This is an optimization exercise on Yosys and OpenROAD, whose aim is a short achievable clock period and few clock cycles per item, not a production implementation. Only simulation tests tie the RTL to the original design; equivalence was not proved.

==> trial 15 <==
Design sha1_stream_hasher, start of the top module:
module sha1_stream_hasher #(
   parameter int QUEUE_DEPTH = 8
) (
   input  logic        clock,
   input  logic        reset,
   input  logic        req_valid,
   output logic        req_stall,
   input  logic [7:0]  req_data_byte,
   input  logic        req_has_byte,
   input  logic        req_last,
   output logic        rsp_valid,
   input  logic        rsp_stall,
   output logic [31:0] rsp_digest_word_a,
   output logic [31:0] rsp_digest_word_b,
   output logic [31:0] rsp_digest_word_c,
   output logic [31:0] rsp_digest_word_d,
   output logic [31:0] rsp_digest_word_e
);
   logic         pop, head_valid, head_has, head_last;
   logic [7:0]   head_byte;
   logic [511:0] blk_words;
   logic         blk_ready, blk_final, blk_take;
   sha1s_queue #(
      .DEPTH (QUEUE_DEPTH)
   ) u_queue (
      .clock         (clock),
      .reset         (reset),
      .req_valid     (req_valid),
      .req_stall     (req_stall),
      .req_data_byte (req_data_byte),
      .req_has_byte  (req_has_byte),
      .req_last      (req_last),
      .pop           (pop),
      .head_valid    (head_valid),
      .head_byte     (head_byte),
      .head_has      (head_has),
      .head_last     (head_last)
   );
   sha1s_front u_front (
      .clock      (clock),
      .reset      (reset),
      .head_valid (head_valid),
      .head_byte  (head_byte),
      .head_has   (head_has),
      .head_last  (head_last),
      .pop        (pop),
      .blk_words  (blk_words),
      .blk_ready  (blk_ready),
      .blk_final  (blk_final),
      .blk_take   (blk_take)
   );
   sha1s_core u_core (
      .clock             (clock),
      .reset             (reset),
      .blk_words         (blk_words),
      .blk_ready         (blk_ready),
      .blk_final         (blk_final),
      .blk_take          (blk_take),
      .rsp_valid         (rsp_valid),
      .rsp_stall         (rsp_stall),
      .rsp_digest_word_a (rsp_digest_word_a),
      .rsp_digest_word_b (rsp_digest_word_b),
      .rsp_digest_word_c (rsp_digest_word_c),
      .rsp_digest_word_d (rsp_digest_word_d),
      .rsp_digest_word_e (rsp_digest_word_e)
   );
endmodule
export LEC_CHECK = 0
export ABC_CLOCK_PERIOD_IN_PS = 1500
export CAP_MARGIN = 20
export CORE_MARGIN = 2
export CORE_UTILIZATION = 40
export SETUP_SLACK_MARGIN = 5
export SLEW_MARGIN = 20
create_clock -name core_clock -period 8.0 [get_ports {clock}]
run.sh (not shown) runs the stock make flow with config.mk's settings and CLKGATE_MAP_FILE= SYNTH_SCRIPT=/design/flow/synth_recipe.tcl, a recipe that flattens the netlist after the stock synthesis.
==> inputs of build 3, as changes to trial 15 <==
--- a/flow/design.v
+++ b/flow/design.v
@@ -248,152 +248,167 @@
    logic [WORD_W-1:0] a_ff, b_ff, c_ff, d_ff;
    logic [WORD_W-1:0] q_ff, p_ff, kw_ff, f1_ff, f0_ff, y_ff;
    logic [WORD_W-1:0] h_ff   [5];
    logic [WORD_W-1:0] hk3_ff, hk4_ff;    
    logic [WORD_W-1:0] hw3_ff, hw4_ff;    
+   logic [WORD_W-1:0] yh_ff, kwh_ff, ph_ff, qh_ff;
+   logic [WORD_W-1:0] nb_ff, nc_ff, nd_ff, nq_ff, np_ff;
    logic [WORD_W-1:0] win_ff [16];       
+   logic [WORD_W-1:0] bw_ff  [3];
+   logic              rdy_ff;
    logic [WORD_W-1:0] dig_ff [5];
    logic [6:0]        rnd_ff;
-   logic              r78_ff;            
+   logic              r77_ff;            
    logic              last_ff;           
    logic              prep_ff;           
    logic              fin_ff;            
    logic              ch_ff, maj_ff;     
    logic              rsp_valid_ff;
    logic [WORD_W-1:0] blk_w [16];
-   logic [WORD_W-1:0] t_val, q_next, p_next, kw_next, y_next, f_sel;
-   logic [WORD_W-1:0] sum1, sum2, sum3, sum4;
-   logic [2*WORD_W-1:0] f_pair, f_pair0;
+   logic [WORD_W-1:0] t_val, q_next, p_next, kw_next, y_next, f_sel, nf_sel;
+   logic [WORD_W-1:0] sum4;
+   logic [2*WORD_W-1:0] f_pair;
    logic [6:0]        rnd_in, r4;
-   logic              step, emit, take;
+   logic              step, step_last, emit, take, take_cont, take_new;
    always_comb begin
       for (int i = 0; i < 16; i++) begin
          blk_w[i] = blk_words[511 - 32*i -: 32];
       end
    end
-   assign step = !prep_ff && (!r78_ff || fin_ff || blk_ready)
-                          && (!last_ff || !fin_ff || !rsp_valid_ff);
-   assign emit = !prep_ff && last_ff && fin_ff && !rsp_valid_ff;
-   assign take = prep_ff && blk_ready;
-   assign blk_take = take;
+   assign step      = !prep_ff && !last_ff && (!r77_ff || fin_ff || rdy_ff);
+   assign step_last = last_ff && (fin_ff ? !rsp_valid_ff : rdy_ff);
+   assign emit      = step_last && fin_ff;
+   assign take      = (step_last || prep_ff) && rdy_ff;
+   assign take_cont = take && !fin_ff;
+   assign take_new  = take && fin_ff;
+   assign blk_take  = take;
    always_comb begin
       for (int i = 0; i < WORD_W; i++) begin
-         f_sel[i] = a_ff[i] ? f1_ff[i] : f0_ff[i];
+         f_sel[i]  = a_ff[i] ? f1_ff[i] : f0_ff[i];
+         nf_sel[i] = nb_ff[i] ? nc_ff[i] : nd_ff[i];
       end
    end
    assign t_val   = rotl5(a_ff) + q_ff;
    assign q_next  = f_sel + p_ff;
    assign p_next  = c_ff + kw_ff;
    assign kw_next = y_ff + win_ff[3];
    assign f_pair  = f_split(ch_ff, maj_ff, rotl30(a_ff), rotl30(b_ff));
-   assign sum1 = h_ff[1] + a_ff;
-   assign sum2 = h_ff[2] + rotl30(b_ff);
-   assign sum3 = h_ff[3] + c_ff;
-   assign sum4 = h_ff[4] + d_ff;
+   assign sum4    = h_ff[4] + d_ff;
    assign rnd_in = take ? 7'd0 : rnd_ff + 1'b1;
    assign r4     = rnd_in + 7'd3;
    assign y_next = (rnd_in == 7'd76) ? (h_ff[0] + K_P2) : k_fn(r4);
-   assign f_pair0 = fin_ff ? f_split(1'b1, 1'b0, rotl30(H1_INIT), H2_INIT)
-                           : f_split(1'b1, 1'b0, rotl30(b_ff), c_ff);
    always_ff @(posedge clock) begin
       if (reset) begin
          prep_ff      <= 1'b1;
-         r78_ff       <= 1'b0;
+         rdy_ff       <= 1'b0;
+         r77_ff       <= 1'b0;
          last_ff      <= 1'b0;
          fin_ff       <= 1'b1;
          rsp_valid_ff <= 1'b0;
       end else begin
          rsp_valid_ff <= emit || (rsp_valid_ff && rsp_stall);
+         rdy_ff       <= blk_ready && !take;
          if (step) begin
-            r78_ff  <= (rnd_ff == 7'd77);
-            last_ff <= r78_ff;
-            if (last_ff) begin
-               prep_ff <= 1'b1;
-            end
+            r77_ff  <= (rnd_ff == 7'd76);
+            last_ff <= (rnd_ff == 7'd78);
+         end
+         if (step_last && !rdy_ff) begin
+            last_ff <= 1'b0;
+            prep_ff <= 1'b1;
          end
          if (take) begin
-            r78_ff  <= 1'b0;
+            r77_ff  <= 1'b0;
             last_ff <= 1'b0;
             prep_ff <= 1'b0;
             fin_ff  <= blk_final;
          end
       end
    end
    always_ff @(posedge clock) begin
+      for (int i = 0; i < 3; i++) begin
+         bw_ff[i] <= blk_w[i];
+      end
       hk3_ff <= h_ff[3] + K_CH;
       hk4_ff <= h_ff[4] + K_CH;
       if (step || take) begin
          rnd_ff <= rnd_in;
          ch_ff  <= (rnd_in + 7'd2 < 7'd20);
          maj_ff <= (rnd_in + 7'd2 >= 7'd40) && (rnd_in + 7'd2 < 7'd60);
          y_ff   <= y_next;
       end
       if (step) begin
          a_ff  <= t_val;
+         b_ff  <= a_ff;
+         c_ff  <= rotl30(b_ff);
+         d_ff  <= c_ff;
+         q_ff  <= q_next;
+         p_ff  <= p_next;
          kw_ff <= kw_next;
          {f1_ff, f0_ff} <= f_pair;
          for (int i = 0; i < 15; i++) begin
             win_ff[i] <= win_ff[i + 1];
          end
          win_ff[15] <= rotl1(win_ff[13] ^ win_ff[8] ^ win_ff[2] ^ win_ff[0]);
-         if (r78_ff) begin
-            hw3_ff <= hk3_ff + blk_w[1];
-            hw4_ff <= hk4_ff + blk_w[0];
-         end
-         if (last_ff) begin
-            b_ff <= sum1;
-            c_ff <= sum2;
-            d_ff <= sum3;
-            q_ff <= hw4_ff + d_ff;    
-            p_ff <= hw3_ff + c_ff;    
-         end else begin
-            b_ff <= a_ff;
-            c_ff <= rotl30(b_ff);
-            d_ff <= c_ff;
-            q_ff <= q_next;
-            p_ff <= p_next;
-         end
+         yh_ff  <= h_ff[1] + K_P2;
+         kwh_ff <= yh_ff + win_ff[3];
+         ph_ff  <= c_ff + kwh_ff;
+         qh_ff  <= f_sel + ph_ff;
+         if (r77_ff) begin
+            hw3_ff <= hk3_ff + bw_ff[1];
+            hw4_ff <= hk4_ff + bw_ff[0];
+         end
+         nb_ff <= rotl5(a_ff) + qh_ff;
+         nc_ff <= h_ff[2] + rotl30(a_ff);
+         nd_ff <= h_ff[3] + rotl30(b_ff);
+         nq_ff <= hw4_ff + c_ff;
+         np_ff <= hw3_ff + rotl30(b_ff);
       end
       if (take) begin
          for (int i = 0; i < 16; i++) begin
             win_ff[i] <= blk_w[i];
          end
-         kw_ff <= K_CH + blk_w[2];
-         {f1_ff, f0_ff} <= f_pair0;
-         if (fin_ff) begin
+         kw_ff <= K_CH + bw_ff[2];
+         if (take_new) begin
             a_ff <= H0_INIT;
             b_ff <= H1_INIT;
             c_ff <= H2_INIT;
             d_ff <= H3_INIT;
-            q_ff <= Q_NEW + blk_w[0];
-            p_ff <= P_NEW + blk_w[1];
+            q_ff <= Q_NEW + bw_ff[0];
+            p_ff <= P_NEW + bw_ff[1];
+            {f1_ff, f0_ff} <= f_split(1'b1, 1'b0, rotl30(H1_INIT), H2_INIT);
          end else begin
-            q_ff <= (b_ff & c_ff | ~b_ff & d_ff) + q_ff;
+            a_ff <= t_val;
+            b_ff <= nb_ff;
+            c_ff <= nc_ff;
+            d_ff <= nd_ff;
+            q_ff <= nf_sel + nq_ff;
+            p_ff <= np_ff;
+            {f1_ff, f0_ff} <= f_split(1'b1, 1'b0, rotl30(nb_ff), nc_ff);
          end
       end
    end
    always_ff @(posedge clock) begin
       if (reset || emit) begin
          h_ff[0] <= H0_INIT;
          h_ff[1] <= H1_INIT;
          h_ff[2] <= H2_INIT;
          h_ff[3] <= H3_INIT;
          h_ff[4] <= H4_INIT;
-      end else if (step && last_ff) begin
+      end else if (take_cont) begin
          h_ff[0] <= t_val;
-         h_ff[1] <= sum1;
-         h_ff[2] <= sum2;
-         h_ff[3] <= sum3;
+         h_ff[1] <= nb_ff;
+         h_ff[2] <= nc_ff;
+         h_ff[3] <= nd_ff;
          h_ff[4] <= sum4;
       end
    end
    always_ff @(posedge clock) begin
       if (emit) begin
          dig_ff[0] <= t_val;
-         dig_ff[1] <= sum1;
-         dig_ff[2] <= sum2;
-         dig_ff[3] <= sum3;
+         dig_ff[1] <= nb_ff;
+         dig_ff[2] <= nc_ff;
+         dig_ff[3] <= nd_ff;
          dig_ff[4] <= sum4;
       end
    end
    assign rsp_valid         = rsp_valid_ff;
    assign rsp_digest_word_a = dig_ff[0];
- ABC_CLOCK_PERIOD_IN_PS: 1500 -> not set
==> impl_metrics.csv <==
group,metric,value,unit
worst_setup_path,path_depth,14,
logic_synthesis,synth_compound_area_share,14.7,%
status,outcome,"timing/DRC/antenna clean",
cells_and_area,fin_util,48.6,%
power_and_ir_drop,worst_ir_drop_vdd,0.223,mV
cells_and_area,final_cells,19500,
timing,fmax,241,MHz
cells_and_area,fill_cells,31000,
logic_synthesis,synth_fa_ha_area_share,5.55,%
cells_and_area,area_delta_synth_final,21.1,%
the above is filed under build 3

==> impl_metrics.csv <==
group,metric,value,unit
cells_and_area,seq_cells,2492,
logic_synthesis,ys_async_sr_fraction,0,%
floorplan,die_x,554,um
cells_and_area,area_delta_synth_final,25.5,%
worst_setup_path,path_max_fanout,8,
logic_synthesis,synth_compound_area_share,18.9,%
logic_synthesis,synth_fa_ha_area_share,4.94,%
cells_and_area,final_nets,14200,
cells_and_area,fin_util,50.5,%
timing,fmax,275,MHz
status,outcome,"timing/DRC/antenna clean",
timing,period_minus_slack,3640,ps
worst_setup_path,path_depth,11,
timing,setup_violations,0,
timing,finClkSkew,81.1,ps
cells_and_area,final_cells,17900,
the above is filed under trial 15

Testbench counts of trial 15, summed over its fixed seeds: cycles 161,202, bytes 118,990.
Testbench counts of build 3, summed over its fixed seeds: cycles 159,234, bytes 118,990.

-- what the ideal ports hide --
How much do the figures lean on ideal ports? The routed layouts below were timed once more, with nothing changed but the port constraints.
Step 1 sets driving cells, clkbuf_16 on the clock port and buf_2 on the other inputs (assumed; they add their load-dependent delay and slew).
Step 2 times the ports against the registers' clock, not the clock port: input delays grow and output delays shrink by t, the midpoint of the rising clock arrivals with the driver on.
a / b / c = ideal / step 1 / step 2; a / b = the first two.
| run | t (ns) | setup slack, ns | pins driven straight from the clock port |
|---|---|---|---|
| trial 15 | 1.003 | 4.358 / 4.358 / 4.127 | 1 |
| build 3 | 0.978 | 3.853 / 3.853 / 3.853 | 1 |
After both steps every run listed still meets setup and hold. The setup slack of trial 15, which loses most, moves by 0.000 ns with the drivers and by -0.231 ns with both steps.
